Background: an optimization exercise with open tools, aiming at small area, a short achievable clock period and few clock cycles. Do not read the settings as production practice. The RTL was checked by simulation tests, not by an equivalence proof against the original design. Power and IR drop assume default switching activity.

## run 1
// wasm_code_stream_parser
module wasm_code_stream_parser #(
    parameter int MAX_DEPTH = wcsp_pkg::MAX_DEPTH_DEFAULT
) (
    input  wire logic                aclk,
    input  wire logic                aresetn,
    input  wire logic                s_valid,
    output logic                     s_ready,
    input  wire logic [8:0]          s_data,
    output logic                     m_valid,
    input  wire logic                m_ready,
    output logic      [117:0]        m_data
);
    localparam int DW = $clog2(MAX_DEPTH + 1);
    localparam int O_OPC    = 0;
    localparam int O_IDX    = 1;
    localparam int O_CIIDX  = 2;
    localparam int O_CIRES  = 3;
    localparam int O_MEMRES = 4;
    localparam int O_ALIGN  = 5;
    localparam int O_OFF    = 6;
    localparam int O_I32    = 7;
    localparam int O_I64    = 8;
    localparam int O_F32    = 9;
    localparam int O_F64    = 10;
    localparam int O_BT     = 11;
    localparam int O_TCNT   = 12;
    localparam int O_TLAB   = 13;
    localparam int O_TDEF   = 14;
    localparam int NM       = 15;
    logic       bv_reg, sv_reg;
    logic [8:0] bd_reg, sd_reg;
    logic       adv;
    logic       in_acc;
    assign s_ready = !sv_reg;
    assign in_acc  = s_valid && !sv_reg;
    always_ff @(posedge aclk) begin
        if (!aresetn) begin
  ...
Size in the first run: roughly 1,100 cells after synthesis, ~160 flip-flops, roughly 130 I/O pins, roughly 10,000 µm² of cells after synthesis.
clock: 8.5 ns
lec_check: 0
abc_clock_period_in_ps: 2500
cap_margin: 20
core_margin: 2
core_utilization: 40
setup_slack_margin: 5
slew_margin: 20
standard.sh (not shown) runs the stock make flow with config.mk's settings and CLKGATE_MAP_FILE= SYNTH_SCRIPT=/design/flow/synth_recipe.tcl, a recipe that flattens the netlist after the stock synthesis.
==> flow/flow/run.sh <==
#!/bin/bash
set -euo pipefail
MARGIN=5.5
sed -e "s/SETUP_SLACK_MARGIN=[0-9.]*/SETUP_SLACK_MARGIN=$MARGIN/" standard.sh > standard_margin.sh
grep -q "SETUP_SLACK_MARGIN=$MARGIN" standard_margin.sh
bash standard_margin.sh > standard.log 2>&1
Testbench counts of run 1, summed over its fixed seeds: cycles 33,140.
Inputs modified between run 1 and run 2:
==> flow/flow/run.sh <==
#!/bin/bash
set -euo pipefail
MARGIN=5.2
sed -e "s/SETUP_SLACK_MARGIN=[0-9.]*/SETUP_SLACK_MARGIN=$MARGIN/" standard.sh > standard_margin.sh
grep -q "SETUP_SLACK_MARGIN=$MARGIN" standard_margin.sh
bash standard_margin.sh > standard.log 2>&1
Findings:
Die area delta (run 1 -> run 2): insignificant
Compared with run 1, run 2 shows a lower mean routed wirelength per cell.
As of run 2, number of fill cells in the layout had risen by a few percent compared to run 1.
Run 2 packs its core more loosely than run 1.
Going from run 1 to run 2, final net count shrank slightly.
Of the two candidates, run 1 has the worse post-route standard cell area excluding fillers and run 2 the better one.
The first-pass GRT wire length number comes out lower for run 2 vs run 1.
Input changes introduced in run 3 (baseline for comparison: run 2):
- CTS_BUF_LIST newly set to sky130_fd_sc_hd__clkbuf_4 sky130_fd_sc_hd__clkbuf_8
==> flow/flow/run.sh <==
#!/bin/bash
set -euo pipefail
MARGIN=5.4
sed -e "s/SETUP_SLACK_MARGIN=[0-9.]*/SETUP_SLACK_MARGIN=$MARGIN/" \
    -e 's/ "\${@:-finish}"/ "BUFFER_PORTS_ARGS=-buffer_cell sky130_fd_sc_hd__buf_2" "${@:-finish}"/' \
    standard.sh > standard_mod.sh
grep -q "SETUP_SLACK_MARGIN=$MARGIN" standard_mod.sh
grep -q "BUFFER_PORTS_ARGS=" standard_mod.sh
bash standard_mod.sh > standard.log 2>&1
Notes after the runs:
Run 3 vs run 2 — number of vias after detailed routing dropped 102. Looking at proportion of power drawn by combinational gates across run 3 and run 2, the one that comes out higher is run 3. Diff run 2 -> run 3 | clock network power | decrease of about 27%. Run 3 vs. run 2: post-synthesis to final-layout area growth went down by 7.2 points. | total power of the final layout | run 3 vs run 2 | 220 µW lower |. Compared with run 2, run 3 ends up with less cell area. Maximum buffer depth of the clock tree came out exactly the same in run 3 and run 2.
The inputs of run 4 differ from those of run 3 as listed below.
- CTS_BUF_LIST no longer set, was sky130_fd_sc_hd__clkbuf_4 sky130_fd_sc_hd__clkbuf_8
==> flow/flow/run.sh <==
#!/bin/bash
set -euo pipefail
MARGIN=5.5
sed -e "s/SETUP_SLACK_MARGIN=[0-9.]*/SETUP_SLACK_MARGIN=$MARGIN/" \
    -e 's/ "\${@:-finish}"/ "BUFFER_PORTS_ARGS=-buffer_cell sky130_fd_sc_hd__buf_1" "${@:-finish}"/' \
    standard.sh > standard_mod.sh
grep -q "SETUP_SLACK_MARGIN=$MARGIN" standard_mod.sh
grep -q "BUFFER_PORTS_ARGS=" standard_mod.sh
bash standard_mod.sh > standard.log 2>&1
Notes after the runs:
- For total area of sequential cells, run 4 and run 3 come out practically identical.
- Run 3 has higher final-layout clock buffer total than run 4.
- Re shortest clock period the worst path allows after layout: run 4 is 0.059 ns down on run 3.
- From run 3 to run 4 the numbers moved as follows: routed wire length picked up an extra about 1%; total power grew by about 12%; final worst setup slack shows an increase of 0.059 ns; clock network fraction of design power rose 6.8 points; routed via count divided by cell count level.
Input changes introduced in run 5 (baseline for comparison: run 4):
- CTS_BUF_LIST newly set to sky130_fd_sc_hd__clkbuf_4 sky130_fd_sc_hd__clkbuf_8
- CORE_UTILIZATION changed from 40 to 50
==> flow/flow/run.sh <==
#!/bin/bash
set -euo pipefail
MARGIN=5.5
sed -e "s/SETUP_SLACK_MARGIN=[0-9.]*/SETUP_SLACK_MARGIN=$MARGIN/" \
    -e 's/ "\${@:-finish}"/ "BUFFER_PORTS_ARGS=-buffer_cell sky130_fd_sc_hd__buf_2" "${@:-finish}"/' \
    standard.sh > standard_mod.sh
grep -q "SETUP_SLACK_MARGIN=$MARGIN" standard_mod.sh
grep -q "BUFFER_PORTS_ARGS=" standard_mod.sh
bash standard_mod.sh > standard.log 2>&1
==> results.txt <==
Looking at run 4 and run 5, the sequential power is a wash.
Run 4 fits on a die that is larger than the die of run 5.
The ratio of routed vias to standard cells in run 5 is 1.05 times that in run 4.
Initial core utilization: run 5 vs run 4 up 10 points
Relative to run 5, the following input files were edited for run 6:
- CORE_UTILIZATION now 40, was 50
- CTS_BUF_LIST no longer set, was sky130_fd_sc_hd__clkbuf_4 sky130_fd_sc_hd__clkbuf_8
-- flow/flow/run.sh --
<<< run 5, line 2
set -euo pipefail
MARGIN=5.5
sed -e "s/SETUP_SLACK_MARGIN=[0-9.]*/SETUP_SLACK_MARGIN=$MARGIN/" \
>>> run 6, line 2
set -euo pipefail
MARGIN=5.8
sed -e "s/SETUP_SLACK_MARGIN=[0-9.]*/SETUP_SLACK_MARGIN=$MARGIN/" \
==> results.txt <==
Routed wire in run 6 totals more than in run 5.
[diff] first-iteration DRC count, run 6 relative to run 5: improvement
Run 6 — die area 24% higher, run 5 as reference
Post-detailed-placement cell area (run 6 vs. run 5) increases slightly
Looking at number of cells traversed by the worst register-to-register path, run 6 sits below run 5.
Between run 5 and run 6, final area increased.

* * *

wasm_code_stream_parser again, from the RTL that the note above started with.
export LEC_CHECK = 0
export ABC_CLOCK_PERIOD_IN_PS = 2500
export CAP_MARGIN = 20
export CORE_MARGIN = 2
export CORE_UTILIZATION = 40
export SETUP_SLACK_MARGIN = 5
export SLEW_MARGIN = 20
create_clock -name core_clock -period 8.5 [get_ports {aclk}]
==> flow/flow/run.sh <==
#!/bin/bash
set -euo pipefail
MARGIN=5.65
sed -e "s/SETUP_SLACK_MARGIN=[0-9.]*/SETUP_SLACK_MARGIN=$MARGIN/" \
    -e 's/ "\${@:-finish}"/ "BUFFER_PORTS_ARGS=-buffer_cell sky130_fd_sc_hd__buf_2" "${@:-finish}"/' \
    standard.sh > standard_mod.sh
grep -q "SETUP_SLACK_MARGIN=$MARGIN" standard_mod.sh
grep -q "BUFFER_PORTS_ARGS=" standard_mod.sh
bash standard_mod.sh > standard.log 2>&1
Testbench counts at the start, summed over its fixed seeds: cycles 33,140.
Next try:
--- a/flow/flow/run.sh
+++ b/flow/flow/run.sh
@@ -3 +3 @@
-MARGIN=5.65
+MARGIN=5.5
Settings changed: ABC_AREA set to 1.
Die area increases by 4.3%.
Cell count increases by about 23%.
Combinational power increases by about 26%.
Hold slack gets better by 0.021 ns.
Routed wire length increases by about 10%.
Setup slack gets better by 0.056 ns.
Cell area increases by 2.6%.
Power increases by 8.8%.
Utilization decreases by 1.3 points.
Synthesized area increases by 4.4%.
Next try:
Settings changed: ABC_AREA 1 to unset.
Outcome: The new run finished with timing, DRC and antenna clean; cell area came out lower by 4.6%; clock power came out lower by 9.2%; die area came out lower by 4.1%.
Next try:
Settings changed: CTS_BUF_LIST set to sky130_fd_sc_hd__clkbuf_4 sky130_fd_sc_hd__clkbuf_8.
Combinational power is about the same. Clock-buffer cell count does not change. Total power went down by 10%. Critical path depth stays the same.

## port drivers added, routing unchanged
The flow's constraints put no driver on any port. The routed layouts listed below were extracted and timed again, unchanged, in two steps. Step 1: set_driving_cell puts a clkbuf_16 on aclk and a buf_2 on each other input, an assumption about the parent block. Step 2, shift: input delay + t, output delay - t, t = (earliest + latest rising clock arrival at the registers) / 2. This alone moves slack from input paths to output paths. a / b / c = no drivers / after step 1 / after step 2; a / b = the first two.
| run | t (ns) | slack for setup (ns) | clock arrival spread, ns | pins driven straight from the clock port |
|---|---|---|---|---|
| run 1 | 0.483 | 5.378 / 5.332 / 5.089 | 0.010 / 0.010 | 1 |
| run 2 | 0.482 | 5.252 / 5.206 / 4.883 | 0.011 / 0.012 | 1 |
| run 3 | 0.501 | 5.468 / 5.425 / 5.073 | 0.015 / 0.014 | 1 |
| run 4 | 0.477 | 5.527 / 5.477 / 5.218 | 0.015 / 0.015 | 1 |
| run 5 | 0.520 | 5.449 / 5.410 / 5.179 | 0.023 / 0.023 | 1 |
| run 6 | 0.486 | 5.456 / 5.407 / 5.408 | 0.009 / 0.009 | 1 |
| the first run of note 2 | 0.485 | 5.470 / 5.420 / 5.287 | 0.012 / 0.012 | 1 |
| the second run of note 2 | 0.491 | 5.526 / 5.478 / 5.122 | 0.013 / 0.014 | 1 |
| the third run of note 2 | 0.479 | 5.523 / 5.473 / 5.155 | 0.012 / 0.011 | 1 |
| the fourth run of note 2 | 0.506 | 5.477 / 5.435 / 5.169 | 0.017 / 0.017 | 1 |
After both steps every run listed still meets setup and hold. For the second run of note 2, which loses most, drivers alone change the setup slack by -0.048 ns; drivers and shift together by -0.404 ns.
